What follows belongs to an exercise in optimizing a design on an open flow for small area; a production flow would make more cautious choices.
Function was checked by simulation only, so behaviour that the tests miss may differ from the original.
Power is estimated from default activity; no workload was simulated. No driver is modelled on the clock port, so clocking that relies on it looks cheaper here than on a real chip.

## job 1326
==> flow/design.v <==
package fcp_link_pkg;
    localparam int VC_W    = 16;
    localparam int STAT_W  = 32;
    localparam int BEAT_W  = 112;
    localparam int COUNT_W = 32;
    localparam int TOTAL_W = 64;
    typedef logic [VC_W-1:0]    vc_t;
    typedef logic [STAT_W-1:0]  stat_t;
    typedef logic [BEAT_W-1:0]  beat_t;
    typedef logic [COUNT_W-1:0] count_t;
    typedef logic [TOTAL_W-1:0] total_t;
    typedef struct packed {
        logic  valid;
        vc_t   vc;
        stat_t fccl;
        stat_t qlen;
        stat_t fccr;
    } fcp_msg_t;
    localparam int QUEUE_DEPTH = 16;
    localparam int QADDR_W     = $clog2(QUEUE_DEPTH);
    localparam int QCOUNT_W    = QADDR_W + 1;
    typedef logic [QADDR_W-1:0]  qaddr_t;
    typedef logic [QCOUNT_W-1:0] qcount_t;
    localparam int HOLDOFF_CYCLES     = 64;
    localparam int RATE_WINDOW_CYCLES = 256;
    localparam int WINDOW_W           = $clog2(RATE_WINDOW_CYCLES);
    localparam int RATE_W             = WINDOW_W + 1;
    typedef logic [WINDOW_W-1:0] window_cnt_t;
    typedef logic [RATE_W-1:0]   rate_t;
endpackage
module fcp_ingress_packer (
    input  logic                  user_clk,
    input  logic                  rst_user_300,
    input  logic                  in_valid,
    input  logic                  holdoff_end,
    input  logic                  full,
    output logic                  pend_valid,
    output logic                  commit,
    output logic                  capture,
    output logic                  link_up,
    output fcp_link_pkg::count_t  drop_count
);
    logic                 link_up_q;
    logic                 pend_q;
    fcp_link_pkg::count_t drop_q;
    always_ff @(posedge user_clk) begin
        if (rst_user_300) begin
            link_up_q <= 1'b0;
        end else if (holdoff_end) begin
            link_up_q <= 1'b1;
        end
    end
    assign link_up = link_up_q;
    assign capture = in_valid && link_up_q;
    always_ff @(posedge user_clk) begin
        if (rst_user_300) begin
            pend_q <= 1'b0;
        end else begin
            pend_q <= capture;
        end
    end
    assign pend_valid = pend_q;
    assign commit     = pend_q && !full;
    always_ff @(posedge user_clk) begin
        if (rst_user_300) begin
            drop_q <= '0;
        end else if (pend_q && full) begin
            drop_q <= drop_q + fcp_link_pkg::count_t'(1);
        end
    end
    assign drop_count = drop_q;
endmodule
module fcp_beat_queue (
    input  logic                user_clk,
    input  logic                rst_user_300,
    input  fcp_link_pkg::beat_t in_beat,
    input  logic                capture,
    input  logic                commit,
    input  logic                rd_en,
    output fcp_link_pkg::beat_t head_q,
    output logic                full,
    output logic                empty
);
    localparam int D = fcp_link_pkg::QUEUE_DEPTH;
    logic [D-1:0][fcp_link_pkg::BEAT_W-1:0] mem_q;
    fcp_link_pkg::qaddr_t  wr_ptr_q;
    fcp_link_pkg::qaddr_t  wr_ptr_d;
    fcp_link_pkg::qcount_t count_q;
    fcp_link_pkg::qcount_t count_d;
    logic [D-1:0]          rd_oh_q;
    logic                  store;
    assign full  = count_q[fcp_link_pkg::QADDR_W];
    assign empty = (count_q == '0);
    always_comb begin
        count_d = count_q;
        if (commit && !rd_en) count_d = count_q + fcp_link_pkg::qcount_t'(1);
        if (!commit && rd_en) count_d = count_q - fcp_link_pkg::qcount_t'(1);
    end
    assign wr_ptr_d = wr_ptr_q + fcp_link_pkg::qaddr_t'(commit);
    assign store    = capture && !count_d[fcp_link_pkg::QADDR_W];
    always_ff @(posedge user_clk) begin
        if (rst_user_300) begin
            count_q  <= '0;
            wr_ptr_q <= '0;
        end else begin
            count_q  <= count_d;
            wr_ptr_q <= wr_ptr_d;
        end
    end
    always_ff @(posedge user_clk) begin
        if (rst_user_300) begin
            rd_oh_q <= D'(1);
        end else if (rd_en) begin
            rd_oh_q <= {rd_oh_q[D-2:0], rd_oh_q[D-1]};
        end
    end
    for (genvar i = 0; i < D; i++) begin : g_row
        always_ff @(posedge user_clk) begin
            if (store && wr_ptr_d == fcp_link_pkg::qaddr_t'(i)) begin
                mem_q[i] <= in_beat;
            end
        end
    end
    fcp_link_pkg::beat_t head_d;
    always_comb begin
        head_d = '0;
        for (int i = 0; i < D; i++) begin
            head_d = head_d | (mem_q[i] & {fcp_link_pkg::BEAT_W{rd_oh_q[i]}});
        end
    end
    always_ff @(posedge user_clk) begin
        head_q <= head_d;
    end
endmodule
module fcp_egress_unpacker (
    input  logic                   user_clk,
    input  logic                   rst_user_300,
    input  fcp_link_pkg::beat_t    head_q,
    input  logic                   empty,
    input  logic                   drain_en,
    output logic                   rd_en,
    output fcp_link_pkg::fcp_msg_t fcp_out
);
    logic valid_q;
    assign rd_en = drain_en && !empty;
    always_ff @(posedge user_clk) begin
        if (rst_user_300) begin
            valid_q <= 1'b0;
        end else begin
            valid_q <= rd_en;
        end
    end
    assign fcp_out = {valid_q, head_q};
endmodule
module fcp_rate_meter (
    input  logic                 user_clk,
    input  logic                 rst_user_300,
    input  logic                 msg_valid,
    output logic                 holdoff_end,
    output fcp_link_pkg::total_t total_count,
    output fcp_link_pkg::count_t msg_rate
);
    fcp_link_pkg::total_t      total_q;
    fcp_link_pkg::window_cnt_t window_q;
    fcp_link_pkg::window_cnt_t in_window_q;
    fcp_link_pkg::rate_t       rate_q;
    logic                      window_end;
    always_ff @(posedge user_clk) begin
        if (rst_user_300) begin
            total_q <= '0;
        end else if (msg_valid) begin
            total_q <= total_q + fcp_link_pkg::total_t'(1);
        end
    end
    always_ff @(posedge user_clk) begin
        if (rst_user_300) begin
            window_q <= '0;
        end else begin
            window_q <= window_q + fcp_link_pkg::window_cnt_t'(1);
        end
    end
    assign window_end  = (window_q == fcp_link_pkg::window_cnt_t'(fcp_link_pkg::RATE_WINDOW_CYCLES - 1));
    assign holdoff_end = (window_q == fcp_link_pkg::window_cnt_t'(fcp_link_pkg::HOLDOFF_CYCLES - 1));
    always_ff @(posedge user_clk) begin
        if (rst_user_300) begin
            in_window_q <= '0;
            rate_q      <= '0;
        end else if (window_end) begin
            rate_q      <= fcp_link_pkg::rate_t'(in_window_q) + fcp_link_pkg::rate_t'(msg_valid);
            in_window_q <= '0;
        end else begin
            in_window_q <= in_window_q + fcp_link_pkg::window_cnt_t'(msg_valid);
        end
    end
    assign total_count = total_q;
    assign msg_rate    = fcp_link_pkg::count_t'(rate_q);
endmodule
module fcp_link_top (
    input  logic                   user_clk,
    input  logic                   rst_user_300,
    input  fcp_link_pkg::fcp_msg_t fcp_in,
    input  logic                   drain_en,
    output fcp_link_pkg::fcp_msg_t fcp_out,
    output logic                   link_up,
    output fcp_link_pkg::count_t   drop_count,
    output fcp_link_pkg::total_t   total_count,
    output fcp_link_pkg::count_t   msg_rate
);
    logic                capture;
    logic                commit;
    logic                pend_valid;
    logic                full;
    logic                empty;
    logic                rd_en;
    logic                holdoff_end;
    fcp_link_pkg::beat_t head_q;
    fcp_ingress_packer u_packer (
        .user_clk     (user_clk),
        .rst_user_300 (rst_user_300),
        .in_valid     (fcp_in.valid),
        .holdoff_end  (holdoff_end),
        .full         (full),
        .pend_valid   (pend_valid),
        .commit       (commit),
        .capture      (capture),
        .link_up      (link_up),
        .drop_count   (drop_count)
    );
    fcp_beat_queue u_queue (
        .user_clk     (user_clk),
        .rst_user_300 (rst_user_300),
        .in_beat      (fcp_in[fcp_link_pkg::BEAT_W-1:0]),
        .capture      (capture),
        .commit       (commit),
        .rd_en        (rd_en),
        .head_q       (head_q),
        .full         (full),
        .empty        (empty)
    );
    fcp_egress_unpacker u_unpacker (
        .user_clk     (user_clk),
        .rst_user_300 (rst_user_300),
        .head_q       (head_q),
        .empty        (empty),
        .drain_en     (drain_en),
        .rd_en        (rd_en),
        .fcp_out      (fcp_out)
    );
    fcp_rate_meter u_meter (
        .user_clk     (user_clk),
        .rst_user_300 (rst_user_300),
        .msg_valid    (fcp_out.valid),
        .holdoff_end  (holdoff_end),
        .total_count  (total_count),
        .msg_rate     (msg_rate)
    );
endmodule
clock: 4.0 ns
lec_check: 0
cap_margin: 20
core_margin: 2
core_utilization: 70
place_density: 0.85
slew_margin: 20
synth_memory_max_bits: 16384
standard.sh (not shown) runs the stock make flow with config.mk's settings and CLKGATE_MAP_FILE= SYNTH_SCRIPT=/design/flow/synth_recipe.tcl, a recipe that flattens the netlist after the stock synthesis.
==> flow/flow/run.sh <==
#!/bin/bash
# Standard ORFS layout (standard synthesis unchanged), with lighter port buffers
# and a clock tree of large clusters without dummy loads. Each tool's output goes to a log here.
set -euo pipefail
B=sky130_fd_sc_hd
export BUFFER_PORTS_ARGS="-buffer_cell ${B}__buf_1"
export CTS_ARGS="-sink_clustering_enable -repair_clock_nets -dont_use_dummy_load -buf_list {${B}__clkbuf_16} -sink_clustering_size 30 -sink_clustering_max_diameter 100"
bash standard.sh > standard_flow.log 2>&1
diff inputs: job 1326 => job 6832
- swapping 70 for 45 in CORE_UTILIZATION
- swapping 0.85 for 0.6 in PLACE_DENSITY
Notes after the runs:
Both conditions hold for job 6832: the flow ran to the end and the final layout passed the timing, design-rule and antenna checks. Compared with job 1326, in job 6832 core occupancy in the finished layout lost 27 points; post-route cell area picked up an extra 1.7%; met3 usage in global routing lost 2.2 points.
--- input diff job 6832..job 7944 ---
==> flow/run.sh (new file) <==
#!/bin/bash
# synth_recipe.tcl (not shown) runs the flow's synth.tcl, then flattens the netlist and writes it again
# the make line also repeats each setting of config.mk as NAME=value (left out here)
make -C /OpenROAD-flow-scripts/flow DESIGN_CONFIG=/design/flow/config.mk WORK_HOME=/design/flow/orfs CLKGATE_MAP_FILE= SYNTH_SCRIPT=/design/flow/synth_recipe.tcl finish
removed: flow/flow/run.sh
removed: flow/standard.sh
Compared job 7944 vs job 6832, and buffer and inverter count on the worst path is up in job 7944. u_queue.mem_q[439]$_DFFE_PP_ as the critical path capture point was reported by job 6832, and u_queue.mem_q[98]$_DFFE_PP_ by job 7944. Post-detailed-placement cell area (higher): job 7944. Number of levels the H-tree was split into was higher in job 7944 than in job 6832. Global-route wire length before repair (job 7944 over job 6832): increase, about 5%. On job 7944: non-clock buffer count is 67 higher than what job 6832 gave. Power consumption for job 7944: 9.9 mW up relative to job 6832.

try-yarrow:
Starts from the design.v that is shown in full above.
==> flow/config.mk <==
export PLATFORM = sky130hd
export DESIGN_NAME = fcp_link_top
export DESIGN_NICKNAME = fcp_link_top
export VERILOG_FILES = /design/flow/design.v
export SDC_FILE = /design/flow/constraint.sdc
export NUM_CORES = 4
export LEC_CHECK = 0
export CAP_MARGIN = 20
export CORE_MARGIN = 2
export CORE_UTILIZATION = 45
export GPL_ROUTABILITY_DRIVEN = 0
export GPL_TIMING_DRIVEN = 0
export PLACE_DENSITY = 0.6
export SLEW_MARGIN = 20
export SYNTH_MEMORY_MAX_BITS = 16384
==> flow/constraint.sdc <==
create_clock -name core_clock -period 4.0 [get_ports {user_clk}]
set_input_delay 0.8000 -clock core_clock [delete_from_list [all_inputs] [get_ports {user_clk}]]
set_output_delay 0.8000 -clock core_clock [all_outputs]
set_load 0.01 [all_outputs]
==> flow/flow/run.sh <==
#!/bin/bash
# Standard ORFS layout (standard synthesis unchanged), with lighter port buffers
# and a clock tree of large clusters without dummy loads. Each tool's output goes to a log here.
set -euo pipefail
B=sky130_fd_sc_hd
export BUFFER_PORTS_ARGS="-buffer_cell ${B}__buf_1"
export CTS_ARGS="-sink_clustering_enable -repair_clock_nets -dont_use_dummy_load -buf_list {${B}__clkbuf_16} -sink_clustering_size 30 -sink_clustering_max_diameter 100"
bash standard.sh > standard_flow.log 2>&1
Ran to the end and failed final checks on setup timing: try-yarrow.
Edits applied to the flow inputs when going from try-yarrow to try-tundra:
- a deleted GPL_TIMING_DRIVEN that had been 0
- a change of PLACE_DENSITY from 0.6 to 0.7
- a deleted GPL_ROUTABILITY_DRIVEN that had been 0
- a change of CAP_MARGIN from 20 to 5
- a change of SLEW_MARGIN from 20 to 5
- a change of CORE_UTILIZATION from 45 to 55
## What came out
try-tundra reached the end of the flow, and the finished layout is clean on the timing, design-rule and antenna checks.
Sort try-yarrow and try-tundra by wire length on met3, ascending, and try-tundra comes first.
For the post-cts sizing count, try-tundra came in 1 lower than try-yarrow did.
Against try-yarrow, the final cell area of try-tundra is lower.
Taking try-yarrow as the reference, in try-tundra antenna diode instance count moved down, routed via count divided by cell count picked up an extra 0.14.

## port drivers added, routing unchanged
No port has a modelled driver above. Below, the same layouts with a new extraction and two added sets of constraints.
Step 1: set_driving_cell puts a clkbuf_16 on user_clk and a buf_2 on each other input, an assumption about the parent block.
Step 2 also shifts input and output timing later by t, the mid clock arrival at the registers, as if the neighbouring blocks saw the same clock.
a / b / c = ideal ports / drivers / drivers and shift; a / b = the first two.
| run | shift t [ns] | setup WS [ns] | hold WS [ns] |
|---|---|---|---|
| job 1326 | 0.756 | 0.166 / 0.166 / -0.016 | 0.490 / 0.490 / 0.490 |
| job 6832 | 0.789 | 0.315 / 0.315 / 0.106 | 0.466 / 0.466 / 0.466 |
| job 7944 | 0.893 | 0.611 / 0.611 / -0.012 | 0.472 / 0.472 / 0.472 |
| try-yarrow | 0.790 | -0.013 / -0.013 / -0.182 | 0.316 / 0.283 / 0.434 |
| try-tundra | 0.783 | 0.449 / 0.449 / 0.182 | 0.475 / 0.475 / 0.475 |
Met with ideal ports but missed after step 2: setup timing in job 1326 and job 7944. For job 7944, which loses most, drivers alone change the setup slack by 0.000 ns; drivers and shift together by -0.623 ns.
